Background: an optimization exercise with open tools, aiming at small area. Do not read the settings as production practice. Function was checked by simulation only, so behaviour that the tests miss may differ from the original. Power and IR drop assume default switching activity.

## try-maple
// calendar_time_add_minutes
module calendar_time_add_minutes #(
    parameter int MAX_ADD_MINUTES = 65535
) (
    input  wire logic                     clk,
    input  wire logic                     rst_n,
    input  wire logic                     cmd_valid,
    output wire logic                     cmd_ready,
    input  wire logic                     cmd_req_type,
    input  wire logic [cta_pkg::ADD_W-1:0]    cmd_add_minutes,
    input  wire logic [cta_pkg::DAY_W-1:0]    cmd_load_day,
    input  wire logic [cta_pkg::MONTH_W-1:0]  cmd_load_month,
    input  wire logic [cta_pkg::YEAR_W-1:0]   cmd_load_year,
    input  wire logic [cta_pkg::HOUR_W-1:0]   cmd_load_hour,
    input  wire logic [cta_pkg::MINUTE_W-1:0] cmd_load_minute,
    output wire logic                     rsp_valid,
    input  wire logic                     rsp_ready,
    output wire logic [cta_pkg::DAY_W-1:0]    rsp_out_day,
    output wire logic [cta_pkg::MONTH_W-1:0]  rsp_out_month,
    output wire logic [cta_pkg::YEAR_W-1:0]   rsp_out_year,
    output wire logic [cta_pkg::HOUR_W-1:0]   rsp_out_hour,
    output wire logic [cta_pkg::MINUTE_W-1:0] rsp_out_minute,
    output wire logic                     rsp_leap_flag,
    output wire logic [cta_pkg::DAY_W-1:0]    rsp_month_length
);
==> flow/config.mk <==
export PLATFORM = sky130hd
export DESIGN_NAME = calendar_time_add_minutes
export DESIGN_NICKNAME = calendar_time_add_minutes
export VERILOG_FILES = /design/flow/design.v
export SDC_FILE = /design/flow/constraint.sdc
export NUM_CORES = 4
export LEC_CHECK = 0
export ABC_AREA = 1
export CAP_MARGIN = 20
export CORE_MARGIN = 2
export CORE_UTILIZATION = 40
export SLEW_MARGIN = 20
==> flow/constraint.sdc <==
create_clock -name core_clock -period 10.0 [get_ports {clk}]
set_input_delay 2.0000 -clock core_clock [delete_from_list [all_inputs] [get_ports {clk}]]
set_output_delay 2.0000 -clock core_clock [all_outputs]
set_load 0.01 [all_outputs]
standard.sh (not shown) runs the stock make flow with config.mk's settings and CLKGATE_MAP_FILE= SYNTH_SCRIPT=/design/flow/synth_recipe.tcl, a recipe that flattens the netlist after the stock synthesis.
==> flow/flow/run.sh <==
#!/bin/bash
# The standard layout, with the port buffers made of the smallest buffer cell.
set -euo pipefail
export BUFFER_PORTS_ARGS="-buffer_cell sky130_fd_sc_hd__buf_1"
bash standard.sh > standard.log 2>&1
try-maple finished all stages; the layout is clean.
Input-level comparison between try-harbor and try-maple:
Settings: clearing ABC_AREA, which used to be 1.
==> flow/run.sh (new file) <==
#!/bin/bash
# synth_recipe.tcl (not shown) runs the flow's synth.tcl, then flattens the netlist and writes it again
# the make line also repeats each setting of config.mk as NAME=value (left out here)
make -C /OpenROAD-flow-scripts/flow DESIGN_CONFIG=/design/flow/config.mk WORK_HOME=/design/flow/orfs CLKGATE_MAP_FILE= SYNTH_SCRIPT=/design/flow/synth_recipe.tcl finish
removed: flow/flow/run.sh
removed: flow/standard.sh
### Flow results
Between try-maple and try-harbor, starting density of the core is lower for try-maple, try-harbor comes in above that.
Of try-maple and try-harbor, the run reporting the higher detailed-routed wire length on met2 was try-maple.
What try-harbor reported for static power due to leakage has to be multiplied by 1.07 to get the figure for try-maple.
Relative to try-maple, detail-routed via count per cell increased by about 7% in try-harbor.
The critical path's slowest cell comes out sky130_fd_sc_hd__clkdlybuf4s50_1 in one run and sky130_fd_sc_hd__nor3_1 in the other, namely in try-harbor and try-maple respectively.
Per the comparison of try-harbor with try-maple, area of the multi-input gates up 10 um^2, global-route usage down 0.40 points.
try-harbor vs try-maple — routed wire length dropped 230 um.
Taking try-maple as the reference, in try-harbor average footprint of a synthesized cell increased about 32%, pre-CTS worst setup slack decreased 1.10 ns, post-layout utilization of the core increased 6.5 points.
Modified inputs, try-violet compared to try-harbor
==> flow/flow/run.sh (new file) <==
#!/bin/bash
# The standard layout (standard.sh), with three changes:
#  - synthesis maps the logic with an area-oriented ABC script (flow/abc.script,
#    through flow/synth.tcl, which is synth_recipe.tcl plus that one change),
#    without the platform's adder cells and the Kogge-Stone carry map;
#  - the port buffers are the smallest buffer cell.
set -euo pipefail
here=$(pwd)
export MY_ABC_SCRIPT=$here/flow/abc.script
export BUFFER_PORTS_ARGS="-buffer_cell sky130_fd_sc_hd__buf_1"
sed -e "s#SYNTH_SCRIPT=[^ ]*#SYNTH_SCRIPT=$here/flow/synth.tcl ADDER_MAP_FILE= SYNTH_OPERATIONS_ARGS=-nofsm#" standard.sh > own.sh
bash own.sh > own.log 2>&1
==> flow/flow/abc.script (new file) <==
strash
&get -n
&deepsyn -T 20
&put
dch -f
amap -m -F 4 -A 8
==> flow/flow/synth.tcl (new file) <==
# The standard flow's synthesis script (synth_recipe.tcl), with the technology mapping
# done by our own ABC script (flow/abc.script, an area-oriented one).
proc synth {args} { yosys synth -nofsm -noshare {*}$args }
proc abc {args} {
  set i [lsearch -exact $args -script]
  if { $i >= 0 } { set args [lreplace $args $i [expr {$i + 1}] -script $::env(MY_ABC_SCRIPT)] }
  yosys abc {*}$args
}
source $::env(SCRIPTS_DIR)/synth.tcl
# left out here: clear keep_hierarchy, flatten, clean up, hide names made inside functions, write 1_2_yosys.v
==> flow/standard.sh (new file) <==
#!/bin/bash
# synth_recipe.tcl (not shown) runs the flow's synth.tcl, then flattens the netlist and writes it again
# the make line also repeats each setting of config.mk as NAME=value (left out here)
make -C /OpenROAD-flow-scripts/flow DESIGN_CONFIG=/design/flow/config.mk WORK_HOME=/design/flow/orfs CLKGATE_MAP_FILE= SYNTH_SCRIPT=/design/flow/synth_recipe.tcl "${@:-finish}"
removed: flow/run.sh
[summary]
- Multi-input gate share of total cell area (try-violet over try-harbor): decrease, 7.2 points
- Relative to try-harbor, the average detailed-routed wire length per instance measured on try-violet has decreased by a little under 10%.
- Share of total power in sequential cells in try-violet is 7.2 points higher than in try-harbor
- The higher detailed-route wire length of try-violet and try-harbor is in try-harbor.
- For the final cell count, try-violet came in 15% lower than try-harbor did.
Changes in try-fjord relative to try-violet:
Settings: ABC_AREA newly set to 1.
==> flow/run.sh (new file) <==
#!/bin/bash
# synth_recipe.tcl (not shown) runs the flow's synth.tcl, then flattens the netlist and writes it again
# the make line also repeats each setting of config.mk as NAME=value (left out here)
make -C /OpenROAD-flow-scripts/flow DESIGN_CONFIG=/design/flow/config.mk WORK_HOME=/design/flow/orfs CLKGATE_MAP_FILE= SYNTH_SCRIPT=/design/flow/synth_recipe.tcl finish
removed: flow/flow/run.sh
removed: flow/flow/abc.script
removed: flow/flow/synth.tcl
removed: flow/standard.sh
## What came out
[diff] design area, try-fjord relative to try-violet: regression. Largest family of logic cells by synthesized area = simple AND/OR/NAND/NOR gates: try-fjord; largest family of logic cells by synthesized area = compound AO/OA/AOI/OAI gates: try-violet. From try-violet to try-fjord the numbers moved as follows: number of rows in the core area now sits higher; top fanout value on the critical path grew by 1; wire length on met1 grew by 1200 um; part of the total power dissipated in combinational logic has increased. On total wirelength of the detailed-routed design: try-fjord sits above try-violet. Most common library cell in the layout ignoring fill and taps: sky130_fd_sc_hd__buf_1 -> try-violet, sky130_fd_sc_hd__nand2_1 -> try-fjord. Number of detailed-route iterations in the first pass for try-fjord is lower than for try-violet. try-fjord ends up with a combined buffer and inverter count along the critical path that is 1 lower than in try-violet.

[separate check: timing with driven ports]
In the flow no input, the clock included, has a driving cell. The finished layouts below were timed again as built, in two steps.
Step 1 sets driving cells, clkbuf_16 on the clock port and buf_2 on the other inputs (assumed; they add their load-dependent delay and slew).
Step 2 moves the port delays by t, midway between the first and last clock arrival at a register: inputs arrive t later, outputs are due t later. That takes back most of the time a late clock gives input paths.
a / b / c = no drivers / after step 1 / after step 2; a / b = the first two.
| run | t (ns) | setup WS [ns] | hold WS [ns] | clock arrival spread, ns | cell pins on the clock port's net |
|---|---|---|---|---|---|
| try-maple | 0.336 | 5.352 / 5.329 / 5.329 | 0.474 / 0.474 / 0.474 | 0.014 / 0.014 | 1 |
| try-harbor | 0.338 | 4.243 / 4.215 / 4.215 | 0.469 / 0.469 / 0.469 | 0.017 / 0.016 | 1 |
| try-violet | 0.340 | 5.201 / 5.176 / 5.130 | 0.543 / 0.543 / 0.543 | 0.013 / 0.013 | 1 |
| try-fjord | 0.342 | 4.533 / 4.503 / 4.503 | 0.480 / 0.480 / 0.480 | 0.015 / 0.016 | 1 |
After both steps setup and hold are still met in every run listed. For try-violet, which loses most, drivers alone change the setup slack by -0.025 ns; drivers and shift together by -0.071 ns.
